From an optimization exercise on the open Yosys and OpenROAD flow, aimed at small area and a short achievable clock period; shortcuts taken in it are not production practice. RTL that was checked went through simulation tests only; none was proved equivalent to the original. Power is estimated from default activity; no workload was simulated.

==> flow/design.v (excerpt) <==
module psram_spi_responder #(
    parameter int         ADDR_W = 8,
    parameter logic [7:0] MF_ID  = 8'h0D,
    parameter logic [7:0] KGD_ID = 8'h5D
) (
    input  logic sys_clk,
    input  logic sys_reset_n,
    input  logic ce_n,
    input  logic sclk,
    input  logic si,
    output logic so,
    output logic so_oe,
    output logic busy,
    output logic rst_evt,
    output logic cmd_err
);
Size: about 2100 flip-flops, ~10 I/O pins.
Settings: LEC_CHECK=0, CAP_MARGIN=20, CORE_MARGIN=2, CORE_UTILIZATION=70, CTS_CLUSTER_DIAMETER=60, CTS_CLUSTER_SIZE=32, SETUP_SLACK_MARGIN=2.85, SLEW_MARGIN=20; clock period 5.0 ns.
run.sh (not shown) runs the stock make flow with config.mk's settings and CLKGATE_MAP_FILE= SYNTH_SCRIPT=/design/flow/synth_recipe.tcl, a recipe that flattens the netlist after the stock synthesis.
The starting point completed without violations.
Change:
- SETUP_SLACK_MARGIN: 2.85 -> 2.7
After rerunning:
- core utilization decreases by 0.63 points
- final area decreases slightly
- non-clock buffer count decreases by 28

---

== garnet ==
psram_spi_responder, a different RTL version from the one above (not shown whole).
Size in the first run: about 2100 flip-flops, roughly 10 I/O pins, roughly 47000 um2 of cells after synthesis.
Design psram_spi_responder, start of the top module:
module psram_spi_responder #(
    parameter int         ADDR_W = 8,
    parameter logic [7:0] MF_ID  = 8'h0D,
    parameter logic [7:0] KGD_ID = 8'h5D
) (
    input  logic sys_clk,
    input  logic sys_reset_n,
    input  logic ce_n,
    input  logic sclk,
    input  logic si,
    output logic so,
    output logic so_oe,
    output logic busy,
    output logic rst_evt,
    output logic cmd_err
);
Settings: LEC_CHECK=0, CAP_MARGIN=20, CORE_MARGIN=2, CORE_UTILIZATION=70, CTS_CLUSTER_DIAMETER=60, CTS_CLUSTER_SIZE=32, SETUP_SLACK_MARGIN=3.0, SLEW_MARGIN=20; clock period 5.0 ns.
garnet went all the way through the flow, and no timing, DRC or antenna check failed.
Input-level comparison between fjord and garnet:
- swapping 3.0 for 2.9 in SETUP_SLACK_MARGIN
## What came out
Setup WNS garnet -> fjord: better
Multi-input combinational cell area of fjord falls short of that of garnet by a few percent.
The global-route wire length before repair of fjord was inferior to that of garnet.
Compared with garnet, in fjord total power consumption of the routed design stayed essentially flat, fmax increased by 0.41% relative to the old numbers, cell area has decreased, sequential cell area was more or less identical.
fjord finished end to end and its layout was clean on timing, DRC and antenna.
Sequential share of cell area in fjord is 0.72 points higher than in garnet
No run of this note included a check of the RTL's function; only the layout flow was run.

---

Another version of the RTL of psram_spi_responder (not shown whole).
Size: roughly 2600 cells after synthesis, roughly 2100 flip-flops.
==> flow/config.mk <==
export PLATFORM = sky130hd
export DESIGN_NAME = psram_spi_responder
export DESIGN_NICKNAME = psram_spi_responder
export VERILOG_FILES = /design/flow/design.v
export SDC_FILE = /design/flow/constraint.sdc
export NUM_CORES = 4
export LEC_CHECK = 0
export CAP_MARGIN = 20
export CORE_MARGIN = 2
export CORE_UTILIZATION = 65
export SETUP_SLACK_MARGIN = 2.7
export SLEW_MARGIN = 20
==> flow/constraint.sdc <==
create_clock -name core_clock -period 5.0 [get_ports {sys_clk}]
set_input_delay 1.0000 -clock core_clock [delete_from_list [all_inputs] [get_ports {sys_clk}]]
set_output_delay 1.0000 -clock core_clock [all_outputs]
set_load 0.01 [all_outputs]
The baseline passed the timing, design-rule and antenna checks.
Next try:
CORE_UTILIZATION = 70   (was 65)
CTS_BUF_LIST = sky130_fd_sc_hd__clkbuf_8 sky130_fd_sc_hd__clkbuf_16   (was default)
CTS_CLUSTER_DIAMETER = 40   (was default)
CTS_CLUSTER_SIZE = 25   (was default)
Outcome:
- via count drops by 0.75%
- final area drops by 2.4%
- clock skew climbs by 12 ps
- count of clock-buffer cells in the layout drops by 103
- wire length drops by 0.98%
Function was not checked in any run of this note: the RTL went through the layout flow alone.

---

Setup of run D:
Another version of the RTL of psram_spi_responder (not shown whole).
For scale: about 2600 cells after synthesis, roughly 2100 flip-flops, roughly 10 I/O pins, about 0.047 mm² of cells after synthesis.
Settings: LEC_CHECK=0, CAP_MARGIN=20, CORE_MARGIN=2, CORE_UTILIZATION=70, CTS_BUF_LIST=sky130_fd_sc_hd__clkbuf_8, CTS_CLUSTER_DIAMETER=50, CTS_CLUSTER_SIZE=20, SETUP_SLACK_MARGIN=2.7, SLEW_MARGIN=20; clock period 5.0 ns.
Run D finished end to end and its layout was clean on timing, DRC and antenna.
> inputs changed (run D -> run A)
- CTS_BUF_LIST removed (was sky130_fd_sc_hd__clkbuf_8)
- CTS_CLUSTER_DIAMETER changed from 50 to 60
- CTS_CLUSTER_SIZE changed from 20 to 32
### Flow results
- Summary of the comparison: shortest clock period the worst path allows after layout is lower in run A, relative to run D.
- Looking only at number of signal-net buffers in the layout, and setting everything else aside, the higher value of run A and run D goes to run D.
- Against run D, run A comes in 1.8% lower on net count of the finished layout.
- Changes observed in run A relative to run D: routed length on met1 moved up, net switching power moved up, met2 track utilization from global routing moved up, worst path setup slack after routing moved up.
- Going from run D to run A, the final-layout fill cell count was found to have gone down by 2.0%.

---

Setup of job 101:
Another version of the RTL of psram_spi_responder (not shown whole).
Size in the first run: ~2100 flip-flops, ~10 I/O pins.
clock: 5.0 ns
lec_check: 0
cap_margin: 20
core_margin: 2
core_utilization: 80
cts_cluster_diameter: 60
cts_cluster_size: 34
setup_slack_margin: 2.7
slew_margin: 20
Status: job 101 FAILED at clock tree synthesis (4_1_cts) (tool error)
The inputs of job 102 differ from those of job 101 as listed below.
--- a/flow/config.mk
+++ b/flow/config.mk
@@ -9,5 +9,5 @@
 export CORE_MARGIN = 2
-export CORE_UTILIZATION = 80
+export CORE_UTILIZATION = 70
 export CTS_CLUSTER_DIAMETER = 60
-export CTS_CLUSTER_SIZE = 34
+export CTS_CLUSTER_SIZE = 32
 export SETUP_SLACK_MARGIN = 2.7
==> summary.txt <==
Compared to job 101, job 102 has total setup buffers inserted after CTS 19 lower. In summary, job 102 completed successfully, with a layout that passed the timing, design-rule and antenna checks. [compare] base=job 101 new=job 102: number of cells after detailed placement climbed about 3%; die extent in y moved up; cell area after synthesis ~0 delta. Job 101 -> job 102: xor/xnor share of the synthesized area delta 0, exact match.

---

Setup of north:
The RTL this note starts from:
==> flow/design.v <==
`default_nettype none
module psram_spi_responder #(
    parameter int         ADDR_W = 8,
    parameter logic [7:0] MF_ID  = 8'h0D,
    parameter logic [7:0] KGD_ID = 8'h5D
) (
    input  logic sys_clk,
    input  logic sys_reset_n,
    input  logic ce_n,
    input  logic sclk,
    input  logic si,
    output logic so,
    output logic so_oe,
    output logic busy,
    output logic rst_evt,
    output logic cmd_err
);
    localparam int DEPTH = 256;
    typedef enum logic [2:0] {
        S_IDLE, S_CMD, S_ADDR, S_RD, S_WR, S_ID, S_IGNORE
    } state_t;
    typedef enum logic [1:0] {K_RD, K_WR, K_ID} kind_t;
    logic [1:0]        ce_sync_q;
    logic [2:0]        sclk_sync_q;
    logic [1:0]        si_sync_q;
    state_t            state_q;
    kind_t             kind_q;
    logic [4:0]        bitcnt_q;
    logic [6:0]        sh_q;
    logic [2:0]        outcnt_q;
    logic [1:0]        id_idx_q;
    logic              reset_armed_q;
    logic              so_q, so_oe_q, busy_q, rst_evt_q, cmd_err_q;
    logic              we_q;
    logic [7:0]        rot_q;       
    logic [7:0]        pos_q;       
    logic              sel_q;       
    logic              got_q;       
    logic              b7a_q;       
    logic              b7b_q;       
    logic [6:0]        cur_q;       
    logic              pend_q;      
    logic [8*DEPTH-1:0] ring_q;
    logic [7:0]        ins_q;       
    logic              ce_s, sclk_rise, sclk_fall, si_s;
    logic              in_addr, in_rd, in_wr, in_id;
    logic [7:0]        byte_in;
    logic [7:0]        tap;
    logic [7:0]        id_byte;
    logic              consume, commit, load_pos, last_addr, ins, at0, at1;
    logic [7:0]        pos_ld;
    logic [7:0]        pos_p1, pos_p2;
    logic              bc7_q, bc22_q, bc23_q, oc0_q;
    logic [6:0]        cap;
    logic [7:0]        tap8, tap16, tap32;
    assign ce_s      = ce_sync_q[1];
    assign si_s      = si_sync_q[1];
    assign sclk_rise =  sclk_sync_q[1] & ~sclk_sync_q[2];
    assign sclk_fall = ~sclk_sync_q[1] &  sclk_sync_q[2];
    assign byte_in   = {sh_q, si_s};
    assign in_addr = state_q == S_ADDR;
    assign in_rd   = state_q == S_RD;
    assign in_wr   = state_q == S_WR;
    assign in_id   = state_q == S_ID;
    assign tap8  = ring_q[{pos_q[7:3], 3'b000, 3'b000} +: 8];
    assign tap16 = ring_q[{pos_q[7:4], 4'b0000, 3'b000} +: 8];
    assign tap32 = ring_q[{pos_q[7:5], 5'b00000, 3'b000} +: 8];
    assign tap   = {tap8[7:5], tap16[4:3], tap32[2:0]};
    assign at0 = pos_q[2:0] == 3'd0;    
    assign at1 = pos_q[2:0] == 3'd1;    
    always_comb begin
        case (id_idx_q)
            2'd0:    id_byte = MF_ID;
            2'd1:    id_byte = KGD_ID;
            default: id_byte = 8'h00;
        endcase
    end
    always_ff @(posedge sys_clk or negedge sys_reset_n) begin
        if (!sys_reset_n) begin
            ce_sync_q   <= 2'b11;
            sclk_sync_q <= '0;
            si_sync_q   <= '0;
        end else begin
            ce_sync_q   <= {ce_sync_q[0], ce_n};
            sclk_sync_q <= {sclk_sync_q[1:0], sclk};
            si_sync_q   <= {si_sync_q[0], si};
        end
    end
    always_ff @(posedge sys_clk) begin
        bc7_q  <= bitcnt_q == 5'd7;
        bc22_q <= bitcnt_q == 5'd22;
        bc23_q <= bitcnt_q == 5'd23;
        oc0_q  <= outcnt_q == 3'd0;
    end
    assign load_pos  = !ce_s && in_addr && sclk_rise && bc22_q;
    assign last_addr = !ce_s && in_addr && sclk_rise && bc23_q;
    assign consume   = !ce_s && in_rd && sclk_fall && oc0_q;
    assign commit    = !ce_s && in_wr && sclk_rise && bc7_q;
    always_ff @(posedge sys_clk or negedge sys_reset_n) begin
        if (!sys_reset_n) begin
            state_q       <= S_IDLE;
            kind_q        <= K_RD;
            bitcnt_q      <= '0;
            outcnt_q      <= '0;
            id_idx_q      <= '0;
            reset_armed_q <= 1'b0;
            so_q          <= 1'b0;
            so_oe_q       <= 1'b0;
            busy_q        <= 1'b0;
            rst_evt_q     <= 1'b0;
            cmd_err_q     <= 1'b0;
            we_q          <= 1'b0;
        end else begin
            rst_evt_q <= 1'b0;
            cmd_err_q <= 1'b0;
            we_q      <= 1'b0;
            if (ce_s) begin
                state_q  <= S_IDLE;
                so_q     <= 1'b0;
                so_oe_q  <= 1'b0;
                busy_q   <= 1'b0;
                bitcnt_q <= '0;
                outcnt_q <= '0;
            end else begin
                busy_q <= 1'b1;
                case (state_q)
                    S_IDLE: begin
                        state_q  <= S_CMD;
                        bitcnt_q <= '0;
                    end
                    S_CMD: if (sclk_rise) begin
                        bitcnt_q <= bitcnt_q + 5'd1;
                        if (bitcnt_q == 5'd7) begin
                            bitcnt_q      <= '0;
                            reset_armed_q <= 1'b0;
                            state_q       <= S_IGNORE;
                            case (byte_in)
                                8'h03: begin kind_q <= K_RD;  state_q <= S_ADDR; end
                                8'h02: begin kind_q <= K_WR;  state_q <= S_ADDR; end
                                8'h9F: begin kind_q <= K_ID;  state_q <= S_ADDR; end
                                8'h66: reset_armed_q <= 1'b1;
                                8'h99: if (reset_armed_q) rst_evt_q <= 1'b1;
                                default: cmd_err_q <= 1'b1;
                            endcase
                        end
                    end
                    S_ADDR: if (sclk_rise) begin
                        bitcnt_q <= bitcnt_q + 5'd1;
                        if (bitcnt_q == 5'd23) begin
                            bitcnt_q <= '0;
                            outcnt_q <= '0;
                            id_idx_q <= '0;
                            case (kind_q)
                                K_WR:    state_q <= S_WR;
                                K_ID:    state_q <= S_ID;
                                default: state_q <= S_RD;
                            endcase
                        end
                    end
                    S_RD, S_ID: if (sclk_fall) begin
                        so_oe_q  <= 1'b1;
                        outcnt_q <= outcnt_q + 3'd1;
                        if (state_q == S_ID)
                            so_q <= id_byte[3'd7 - outcnt_q];
                        else if (outcnt_q == 3'd0)
                            so_q <= (sel_q | got_q) ? b7b_q : b7a_q;
                        else
                            so_q <= cur_q[3'd7 - outcnt_q];
                        if (outcnt_q == 3'd7 && state_q == S_ID && id_idx_q != 2'd2)
                            id_idx_q <= id_idx_q + 2'd1;
                    end
                    S_WR: if (sclk_rise) begin
                        bitcnt_q <= bitcnt_q + 5'd1;
                        if (bitcnt_q == 5'd7) begin
                            bitcnt_q <= '0;
                            we_q     <= 1'b1;
                        end
                    end
                    S_IGNORE: ;
                    default: state_q <= S_IDLE;
                endcase
            end
        end
    end
    assign ins    = (we_q | pend_q) && pos_q[4:0] == 5'd0;
    assign pos_p1 = pos_q + 8'd1;
    assign pos_p2 = pos_q + 8'd2;
    genvar k;
    generate
        for (k = 0; k < 7; k++) begin : g_cap
            localparam int PW = k >= 5 ? 3 : k >= 3 ? 4 : 5;    
            wire prev = outcnt_q != 3'd0 && outcnt_q <= 3'(7 - k);
            assign cap[k] = in_rd && pos_q[PW-1:0] == (prev ? PW'(1) : PW'(0));
        end
    endgenerate
    assign pos_ld = {sh_q[5:0], si_s, 1'b1} + rot_q;
    always_ff @(posedge sys_clk)
        if (!ce_s && sclk_rise)
            sh_q <= byte_in[6:0];
    always_ff @(posedge sys_clk) begin
        rot_q  <= rot_q + 8'd1;
        for (int k = 0; k < 8; k++)
            ins_q[k] <= ins && pos_q[7:5] == 3'(k);
        pend_q <= (we_q | pend_q) & ~(pos_q[4:0] == 5'd0);
        if (load_pos)
            pos_q <= pos_ld;
        else if (consume || commit)
            pos_q <= pos_p2;
        else if (last_addr && !si_s)
            pos_q <= pos_q;
        else
            pos_q <= pos_p1;
        if (last_addr) begin
            sel_q <= si_s;
            got_q <= 1'b0;
        end else if (consume) begin
            sel_q <= 1'b1;
        end else if (in_rd && at0) begin
            got_q <= 1'b1;
        end
        if (in_addr && at1)
            b7a_q <= tap[7];
        if (commit)
            b7b_q <= byte_in[7];
        else if ((in_addr || in_rd) && at0)
            b7b_q <= tap[7];
        for (int k = 0; k < 7; k++) begin
            if (commit)
                cur_q[k] <= byte_in[k];
            else if (cap[k])
                cur_q[k] <= tap[k];
        end
    end
    genvar p;
    generate
        for (p = 0; p < DEPTH; p++) begin : g_ring
            if (p % 32 == 1) begin : g_ins
                always_ff @(posedge sys_clk)
                    ring_q[8*p +: 8] <= ins_q[p / 32] ? {b7b_q, cur_q}
                                        : ring_q[8*(p - 1) +: 8];
            end else begin : g_sh
                always_ff @(posedge sys_clk)
                    ring_q[8*p +: 8] <= ring_q[8*((p + DEPTH - 1) % DEPTH) +: 8];
            end
        end
    endgenerate
    assign so      = so_q;
    assign so_oe   = so_oe_q;
    assign busy    = busy_q;
    assign rst_evt = rst_evt_q;
    assign cmd_err = cmd_err_q;
endmodule
`default_nettype wire
Settings: LEC_CHECK=0, ABC_AREA=1, CAP_MARGIN=20, CORE_MARGIN=2, CORE_UTILIZATION=70, CTS_CLUSTER_DIAMETER=60, CTS_CLUSTER_SIZE=32, SETUP_SLACK_MARGIN=3.0, SLEW_MARGIN=20; clock period 5.0 ns.
--- input diff north..south ---
- CORE_UTILIZATION: 70 -> 60
- ABC_AREA: 1 -> unset
## What came out
Number of clock buffer instances in the layout: higher on south. Going from north to south, cell area after placement shrank slightly. south gives less proportion of cell area occupied by registers than north did. Worst-case setup margin in the final layout of south is on par with north. Mean instance size in the synthesized netlist: south > north. south vs north on highest ir drop seen on vdd: south is the lower one. [south vs north] part of the power in combinational logic: lower in south. Wire length per cell after detailed routing on south is down relative to north.
--- input diff south..east ---
- CORE_UTILIZATION changed from 60 to 70
- SETUP_SLACK_MARGIN changed from 3.0 to 2.7
Results
- Required time reported for the critical path endpoint of east is on par with south.
- east: proportion of cell area occupied by registers is 2.8 points higher than what south reported.
- Diff south..east | share of the yosys chip area belonging to registers | negligible
- Worst-case setup slack after placement (east over south): increase, 90 ps
- Cmp south and east / wire length on met2 / higher: east
- For die boundary width, dividing the value from east by the value from south gives 0.927.
### east -> west
- a change of SETUP_SLACK_MARGIN from 2.7 to 2.9
### Flow results
Between west and east, the difference in total net switching power is negligible.
| hold slack | east vs west | ≈ equal |
Comparing east against west, there is no change at all in sequential cell count of the final layout.
Taking east as the reference, in west sequential share of cell area shows a reduction of 0.72 points, worst relative slew slack shows a reduction of 0.74 points.
west reports a higher number of buffers other than clock buffers in the final layout than east does.
The final cell count number comes out higher for west vs east.
Between west and east, the difference in met3 track demand over resource is negligible.
Function was not checked in any run of this note: the RTL went through the layout flow alone.

==> re-timing with driven ports <==
The flow's constraints put no driver on any port. The routed layouts listed below were extracted and timed again, unchanged, in two steps.
Step 1 assumes that a clkbuf_16 drives the clock port and a buf_2 every other input.
Step 2, shift: input delay + t, output delay - t, t = (earliest + latest rising clock arrival at the registers) / 2. This alone moves slack from input paths to output paths.
a / b / c = no drivers / after step 1 / after step 2; a / b = the first two.
| run | t, ns | slack for setup (ns) | hold slack, ns | latest minus earliest clock arrival (ns) | pins driven straight from the clock port |
|---|---|---|---|---|---|
| the first run of note 1 | 0.717 | 2.749 / 2.687 / 2.749 | 0.305 / 0.305 / 0.305 | 0.034 / 0.034 | 1 |
| the second run of note 1 | 0.712 | 2.737 / 2.671 / 2.738 | 0.314 / 0.314 / 0.314 | 0.031 / 0.031 | 1 |
| garnet | 0.710 | 2.752 / 2.687 / 2.892 | 0.326 / 0.326 / 0.326 | 0.028 / 0.029 | 1 |
| fjord | 0.710 | 2.761 / 2.694 / 2.953 | 0.325 / 0.325 / 0.325 | 0.025 / 0.025 | 1 |
| the first run of note 3 | 0.792 | 2.600 / 2.600 / 2.600 | 0.310 / 0.310 / 0.310 | 0.025 / 0.026 | 1 |
| the second run of note 3 | 0.772 | 2.587 / 2.587 / 2.587 | 0.310 / 0.310 / 0.310 | 0.042 / 0.042 | 1 |
| run D | 0.841 | 2.688 / 2.621 / 2.804 | 0.318 / 0.294 / 0.318 | 0.041 / 0.041 | 1 |
| run A | 0.700 | 2.763 / 2.701 / 2.806 | 0.323 / 0.323 / 0.323 | 0.024 / 0.024 | 1 |
| job 102 | 0.722 | 2.604 / 2.604 / 2.604 | 0.310 / 0.310 / 0.310 | 0.039 / 0.039 | 1 |
| north | 0.708 | 2.730 / 2.662 / 3.054 | 0.315 / 0.315 / 0.315 | 0.029 / 0.029 | 1 |
| south | 0.724 | 2.729 / 2.663 / 2.765 | 0.318 / 0.318 / 0.318 | 0.039 / 0.039 | 1 |
| east | 0.708 | 2.730 / 2.666 / 2.757 | 0.321 / 0.321 / 0.321 | 0.033 / 0.033 | 1 |
| west | 0.710 | 2.742 / 2.676 / 2.800 | 0.321 / 0.321 / 0.321 | 0.035 / 0.035 | 1 |
After both steps setup and hold are still met in every run listed.
